Background: an optimization exercise with open tools, aiming at small area. Do not read the settings as production practice.
Function was checked by simulation only, so behaviour that the tests miss may differ from the original.
No activity file was given, so power comes from the tool's default toggle rates.

$ cat flow/design.v
package fp32_matmul_pkg;
  localparam int unsigned FP32_W  = 32;
  localparam int unsigned VEC_LEN = 16;
  localparam logic [FP32_W-1:0] FP32_ZERO = 32'h0000_0000;
  localparam logic [FP32_W-1:0] FP32_ONE  = 32'h3F80_0000;
  typedef enum logic [1:0] {IDLE, ISSUE, DRAIN} seq_state_e;
endpackage
module fp32_tag_pipe #(
  parameter int unsigned Depth = 6,
  parameter int unsigned Width = 4
) (
  input  logic             clk,
  input  logic             rst,
  input  logic             in_valid,
  input  logic [Width-1:0] in_tag,
  output logic             out_valid,
  output logic [Width-1:0] out_tag
);
  logic [Depth-1:0] valid_q;
  logic [Width-1:0] tag_q [Depth];
  always_ff @(posedge clk or posedge rst) begin
    if (rst) begin
      valid_q <= '0;
      for (int s = 0; s < Depth; s++) tag_q[s] <= '0;
    end else begin
      valid_q  <= {valid_q[Depth-2:0], in_valid};
      tag_q[0] <= in_tag;
      for (int s = 1; s < Depth; s++) tag_q[s] <= tag_q[s-1];
    end
  end
  assign out_valid = valid_q[Depth-1];
  assign out_tag   = tag_q[Depth-1];
endmodule
module fp32_matmul_sequencer #(
  parameter int unsigned N       = 4,
  parameter int unsigned LATENCY = 5,
  parameter int unsigned IW      = $clog2(N)
) (
  input  logic                      clk,
  input  logic                      rst,
  input  logic                      a_wr_en,
  input  logic [IW-1:0]             a_wr_row,
  input  logic [3:0]                a_wr_col,
  input  logic [fp32_matmul_pkg::FP32_W-1:0]         a_wr_data,
  input  logic                      b_wr_en,
  input  logic [3:0]                b_wr_row,
  input  logic [IW-1:0]             b_wr_col,
  input  logic [fp32_matmul_pkg::FP32_W-1:0]         b_wr_data,
  input  logic                      start,
  output logic                      busy,
  output logic                      done,
  output logic [fp32_matmul_pkg::VEC_LEN*fp32_matmul_pkg::FP32_W-1:0] vec_a,
  output logic [fp32_matmul_pkg::VEC_LEN*fp32_matmul_pkg::FP32_W-1:0] vec_b,
  input  logic [fp32_matmul_pkg::FP32_W-1:0]         mul_result,
  output logic                      c_valid,
  output logic [IW-1:0]             c_row,
  output logic [IW-1:0]             c_col,
  output logic [fp32_matmul_pkg::FP32_W-1:0]         c_data
);
  localparam int unsigned PW = 2 * IW;
  logic [fp32_matmul_pkg::FP32_W-1:0] a_buf_q [N][fp32_matmul_pkg::VEC_LEN];
  logic [fp32_matmul_pkg::FP32_W-1:0] b_buf_q [fp32_matmul_pkg::VEC_LEN][N];
  fp32_matmul_pkg::seq_state_e        state_q;
  logic [PW-1:0]     pair_q;
  logic                      a_wr_ok, b_wr_ok;
  logic                      issue_fire, issue_last;
  logic [PW-1:0]             issue_p;
  logic [IW-1:0]             issue_i, issue_j;
  logic [fp32_matmul_pkg::VEC_LEN*fp32_matmul_pkg::FP32_W-1:0] row_a, col_b;
  logic                      tag_valid, done_d;
  logic [PW-1:0]             tag_p;
  assign a_wr_ok    = a_wr_en && (state_q == fp32_matmul_pkg::IDLE);
  assign b_wr_ok    = b_wr_en && (state_q == fp32_matmul_pkg::IDLE);
  assign issue_fire = ((state_q == fp32_matmul_pkg::IDLE) && start) || (state_q == fp32_matmul_pkg::ISSUE);
  assign issue_p    = (state_q == fp32_matmul_pkg::IDLE) ? '0 : pair_q;
  assign issue_i    = issue_p[PW-1:IW];
  assign issue_j    = issue_p[IW-1:0];
  assign issue_last = &issue_p;
  assign done_d     = tag_valid && (&tag_p);
  always_comb begin
    for (int k = 0; k < fp32_matmul_pkg::VEC_LEN; k++) begin
      row_a[k*fp32_matmul_pkg::FP32_W +: fp32_matmul_pkg::FP32_W] = a_buf_q[issue_i][k];
      col_b[k*fp32_matmul_pkg::FP32_W +: fp32_matmul_pkg::FP32_W] = b_buf_q[k][issue_j];
    end
    if (a_wr_ok && (a_wr_row == issue_i)) row_a[a_wr_col*fp32_matmul_pkg::FP32_W +: fp32_matmul_pkg::FP32_W] = a_wr_data;
    if (b_wr_ok && (b_wr_col == issue_j)) col_b[b_wr_row*fp32_matmul_pkg::FP32_W +: fp32_matmul_pkg::FP32_W] = b_wr_data;
  end
  always_ff @(posedge clk or posedge rst) begin
    if (rst) begin
      for (int r = 0; r < N; r++) begin
        for (int k = 0; k < fp32_matmul_pkg::VEC_LEN; k++) a_buf_q[r][k] <= fp32_matmul_pkg::FP32_ZERO;
      end
      for (int k = 0; k < fp32_matmul_pkg::VEC_LEN; k++) begin
        for (int c = 0; c < N; c++) b_buf_q[k][c] <= fp32_matmul_pkg::FP32_ZERO;
      end
    end else begin
      if (a_wr_ok) a_buf_q[a_wr_row][a_wr_col] <= a_wr_data;
      if (b_wr_ok) b_buf_q[b_wr_row][b_wr_col] <= b_wr_data;
    end
  end
  fp32_tag_pipe #(
    .Depth(LATENCY + 1),
    .Width(PW)
  ) u_tag_pipe (
    .clk      (clk),
    .rst      (rst),
    .in_valid (issue_fire),
    .in_tag   (issue_p),
    .out_valid(tag_valid),
    .out_tag  (tag_p)
  );
  always_ff @(posedge clk or posedge rst) begin
    if (rst) begin
      state_q <= fp32_matmul_pkg::IDLE;
      pair_q  <= '0;
      busy    <= 1'b0;
      done    <= 1'b0;
      vec_a   <= '0;
      vec_b   <= '0;
      c_valid <= 1'b0;
      c_row   <= '0;
      c_col   <= '0;
      c_data  <= fp32_matmul_pkg::FP32_ZERO;
    end else begin
      done    <= done_d;
      c_valid <= tag_valid;
      if (tag_valid) begin
        c_row  <= tag_p[PW-1:IW];
        c_col  <= tag_p[IW-1:0];
        c_data <= mul_result;
      end
      if (issue_fire) begin
        vec_a  <= row_a;
        vec_b  <= col_b;
        pair_q <= issue_p + 1'b1;
      end
      case (state_q)
        fp32_matmul_pkg::IDLE: begin
          if (start) begin
            state_q <= fp32_matmul_pkg::ISSUE;
            busy    <= 1'b1;
          end else if (done) begin
            busy <= 1'b0;
          end
        end
        fp32_matmul_pkg::ISSUE:   if (issue_last) state_q <= fp32_matmul_pkg::DRAIN;
        fp32_matmul_pkg::DRAIN:   if (done_d) state_q <= fp32_matmul_pkg::IDLE;
        default: state_q <= fp32_matmul_pkg::IDLE;
      endcase
    end
  end
endmodule
$ cat flow/run.sh
#!/bin/bash
# synth_recipe.tcl (not shown) runs the flow's synth.tcl, then flattens the netlist and writes it again
# the make line also repeats each setting of config.mk as NAME=value (left out here)
make -C /OpenROAD-flow-scripts/flow DESIGN_CONFIG=/design/flow/config.mk WORK_HOME=/design/flow/orfs CLKGATE_MAP_FILE= SYNTH_SCRIPT=/design/flow/synth_recipe.tcl finish
$ cat flow/config.mk
export PLATFORM = sky130hd
export DESIGN_NAME = fp32_matmul_sequencer
export DESIGN_NICKNAME = fp32_matmul_sequencer
export VERILOG_FILES = /design/flow/design.v
export SDC_FILE = /design/flow/constraint.sdc
export NUM_CORES = 4
export LEC_CHECK = 0
export CAP_MARGIN = 20
export CORE_MARGIN = 2
export CORE_UTILIZATION = 40
export PLACE_DENSITY = 0.6
export SLEW_MARGIN = 20
$ cat flow/constraint.sdc
create_clock -name core_clock -period 5.0 [get_ports {clk}]
set_input_delay 1.0000 -clock core_clock [delete_from_list [all_inputs] [get_ports {clk}]]
set_output_delay 1.0000 -clock core_clock [all_outputs]
set_load 0.01 [all_outputs]
==> flow_summary.yaml <==
min_path:
  hold_depth: 2
  hp-start: "a_wr_data[0]"
  worstHoldPathType: "in2reg"
  hold_end: "a_buf_q[15][0]"
outcome:
  status: "complete, no violations"
clock_network:
  clk_path_buf_depth: 4
  clkLatencyLatePin_ns: 1.09
  cts_num_sinks: 5195
  cts_tree: "done"
  root_buffer: "clkbuf_16"
  cts_resized: 0
  cts_buffers: 570
  cts_setup_buffers: 0
  cts_hold_buf: 0
  h-tree-depth: 6
  cts.reportedPaths.clkPinSlew_ns: 0.06
sta:
  slew_headroom_pct: 9.997
  hold_viol: 0
  drv_slew: 0
  tns_ns: 0
  setup_viol: 0
  layout_setup_ws_ns: 1.200
  rsz0062_at_grt: "no"
  tightest_slew_ns: 1.350
  clock_skew_ns: 0.06621
  min_period_ns: 3.800
  post-route-period-util_pct: 75.99
  timing.fmax_mhz: 263.2
global_routing:
  grt_max_degree: 189
  grt_usage_pct: 26.54
  grt.busiest_layer: "met2"
  use_met3_pct: 5.414
  grt_overflow: 0
  grt_pass1_wl_mm: 1096
  globalRouteMet2Util_pct: 41.09
  antenna_found_initial: 46
  grt_pass1_vias: 148700
  grt_util_met1_pct: 37.22
power:
  power_w: 0.1203
  power.density_mw_per_mm2: 466.7
  power_leakage_nw: 121.3
  ir_drop_v: 0.0004970
drt:
  drtIter0Drc: 14010
  drt_first_pass_iters: 6
  drc: 0
  ant_nets: 0
  avgViaCountPerCell: 6.200
  vias: 150100
  wl_per_cell_um: 31.11
  finalWirelength_mm: 753.1
synth:
  synthDistinctLibCells: 58
  synthFlopType: "dfrtp_1"
  synthArstFlopShare_pct: 100.0
  synth.area.top_cells: "dfrtp_1, mux2_2, a221oi_1"
  syn-cell-area_mm2: 0.2189
  syn_area_per_cell_um2: 13.62
  syn_nets: 16190
  seq_area_frac_synth_pct: 59.38
  synth_commonest_cells: "dfrtp_1, mux2_2, clkbuf_1"
  synth_warnings: 5
  synth_most_common_cell: "dfrtp_1"
  synth_edf_count: 0
  yosysTopAreaCell: "dfrtp_1"
  yosys_register_bits: 5195
  syn-instance-count: 16080
  synth_top_area_share_pct: 59.38
die:
  core_area_mm2: 0.5449
  start_util_pct: 40.18
  die_x_um: 743.8
  placementRows: 271
  io_pins: 1176
  die_area_mm2: 0.5532
  die_h_um: 743.8
setup_path:
  reg2regPathDepth: 9
  crit_slowest_cell: "a221oi_1"
  arrival_ns: 4.76
  reg2reg_to: "vec_b[234]"
  critical_path_required_ns: 5.96
  ff2ff_setup_slack_ns: 1.20
  path_buf_inv: 2
  worst_setup_path_end_kind: "register"
  r2r_start: "state_q[0]"
  setup.worst_path.class: "reg2reg"
  path_cells: "or2_4 > nand2_1 > inv_1 > ha_4 > buf_4 > a22o_1 > a221oi_1 > nor3_1 > a221o_1"
  path_delay_family: "compound AO/OA/AOI/OAI gates"
  cp_max_fo: 56
  cpPeakStageDelay_ns: 1.03
  setup.worst_path.start_class: "register"
final_layout:
  seqCellArea_mm2: 0.1300
  final_nets: 16650
  drive_gt1_share_pct: 31.49
  fillers: 48060
  final_cells: 24210
  area_delta_synth_final_pct: 17.81
  multiInputGateArea_mm2: 0.08212
placed_design:
  gp_congestion: 0.8111
  io_buffer_count: 1175
  dp.cells: 23200
  dp_hpwl_mm: 463.2
  post-place-ws_ns: 0.6836
flow_run:
  maxCapViolCount: 0
[layout by cell type, fill, tap and decap left out, types with 35 or more instances in the layout]
cell type	count
a221o_1	352
nor2_4	40
a32o_1	512
clkdlybuf4s50_1	1111
nor2_1	174
a22oi_1	256
nor3_1	356
dfrtp_1	5194
clkbuf_8	141
buf_4	464
nand2_2	38
clkinv_2	68
o31ai_1	128
and3_1	128
o221ai_1	512
mux2_2	3697
nand2_1	991
clkbuf_16	575
buf_12	137
o21ai_0	35
a22o_1	353
mux2_1	370
a221oi_1	864
clkbuf_1	127
[report_power, final]
group / switching (W) / total, W / internal (W)
clock network: 0.0181 / 0.0429 / 0.0247
logic: 0.0201 / 0.0281 / 0.00805
registers: 0.00330 / 0.0493 / 0.0460
total: 0.0415 / 0.120 / 0.0788
[per-layer routing]
metal	wire, um	up-vias	share of wire (%)
li1	-	61820	-
met5	211	-	0.028
met3	59340	1127	7.9
met2	342600	5770	45
met1	322300	81350	43
met4	28620	36	3.8
[cell type report]
| type | count | area share, % |
|---|---|---|
| timing repair buffer | 1746 | 6.796 |
| multi-input combinational | 9013 | 31.84 |
| antenna | 9 | 0.008733 |
| clock inverter | 162 | 0.9024 |
| sequential | 5195 | 50.41 |
| clock buffer | 843 | 6.517 |
| tap | 7234 | 3.510 |
| inverter | 7 | 0.01455 |
[worst max-delay path by stage]
stage	startpoint	endpoint	slack, ns	depth (start not counted)
finish	state_q[0]	vec_b[234]	1.20	9
global route	state_q[0]	vec_b[234]	1.10	9
CTS	state_q[1]	vec_a[192]	1.27	7
detailed placement	a_wr_col[3]	a_buf_q[48][13]	0.68	5
global placement	a_wr_col[3]	a_buf_q[48][14]	0.75	5
floorplan	rst	a_buf_q[0][0]	-68.45	1
[kinds of logic (layout without fill, tap and decap cells)]
family,count (synthesis),after routing,share of synthesized area (%)
and+or+nand+nor,1855,1855,3.755
buffers and inverters,1868,2758,3.377
adders and majority gates,5,5,0.02858
AOI/OAI and AO/OA,3085,3085,12.53
DFF,5195,5195,59.38
other,0,9,0
muxes,4068,4068,20.93
[flip-flops by register name, summed over array words and instances, names as in the netlist, 4 cells and up]
register            flops
c_data                 32
a_buf_q              2048
vec_b                 512
pair_q                  4
u_tag_pipe.tag_q       24
b_buf_q              2048
vec_a                 512
u_tag_pipe.valid_q      6
[metrics by stage]
step                area (um^2)  hold slack, ns  utilization, %
finish                   257900          0.2574           47.33
global route             257900          0.2016           47.33
CTS                      257900          0.1759           47.33
detailed placement       238700          0.3347           43.81
global placement         238700          0.3313           43.81
floorplan                218900          0.3312               -

re-timing with driven ports:
No port has a modelled driver above. Below, the same layout with a new extraction and two added sets of constraints. Step 1: set_driving_cell puts a clkbuf_16 on clk and a buf_2 on each other input, an assumption about the parent block. Step 2 moves the port delays by t, midway between the first and last clock arrival at a register: inputs arrive t later, outputs are due t later. That takes back most of the time a late clock gives input paths. Slacks: no drivers / after step 1 / after step 2; pairs: no drivers / after step 1.
t, ns: 1.177
slack for setup (ns): 1.200 / 1.200 / 0.607
cell pins on the clock port's net: 1
After both steps setup and hold are still met in this run. The setup slack of this run moves by 0.000 ns with the drivers and by -0.593 ns with both steps.
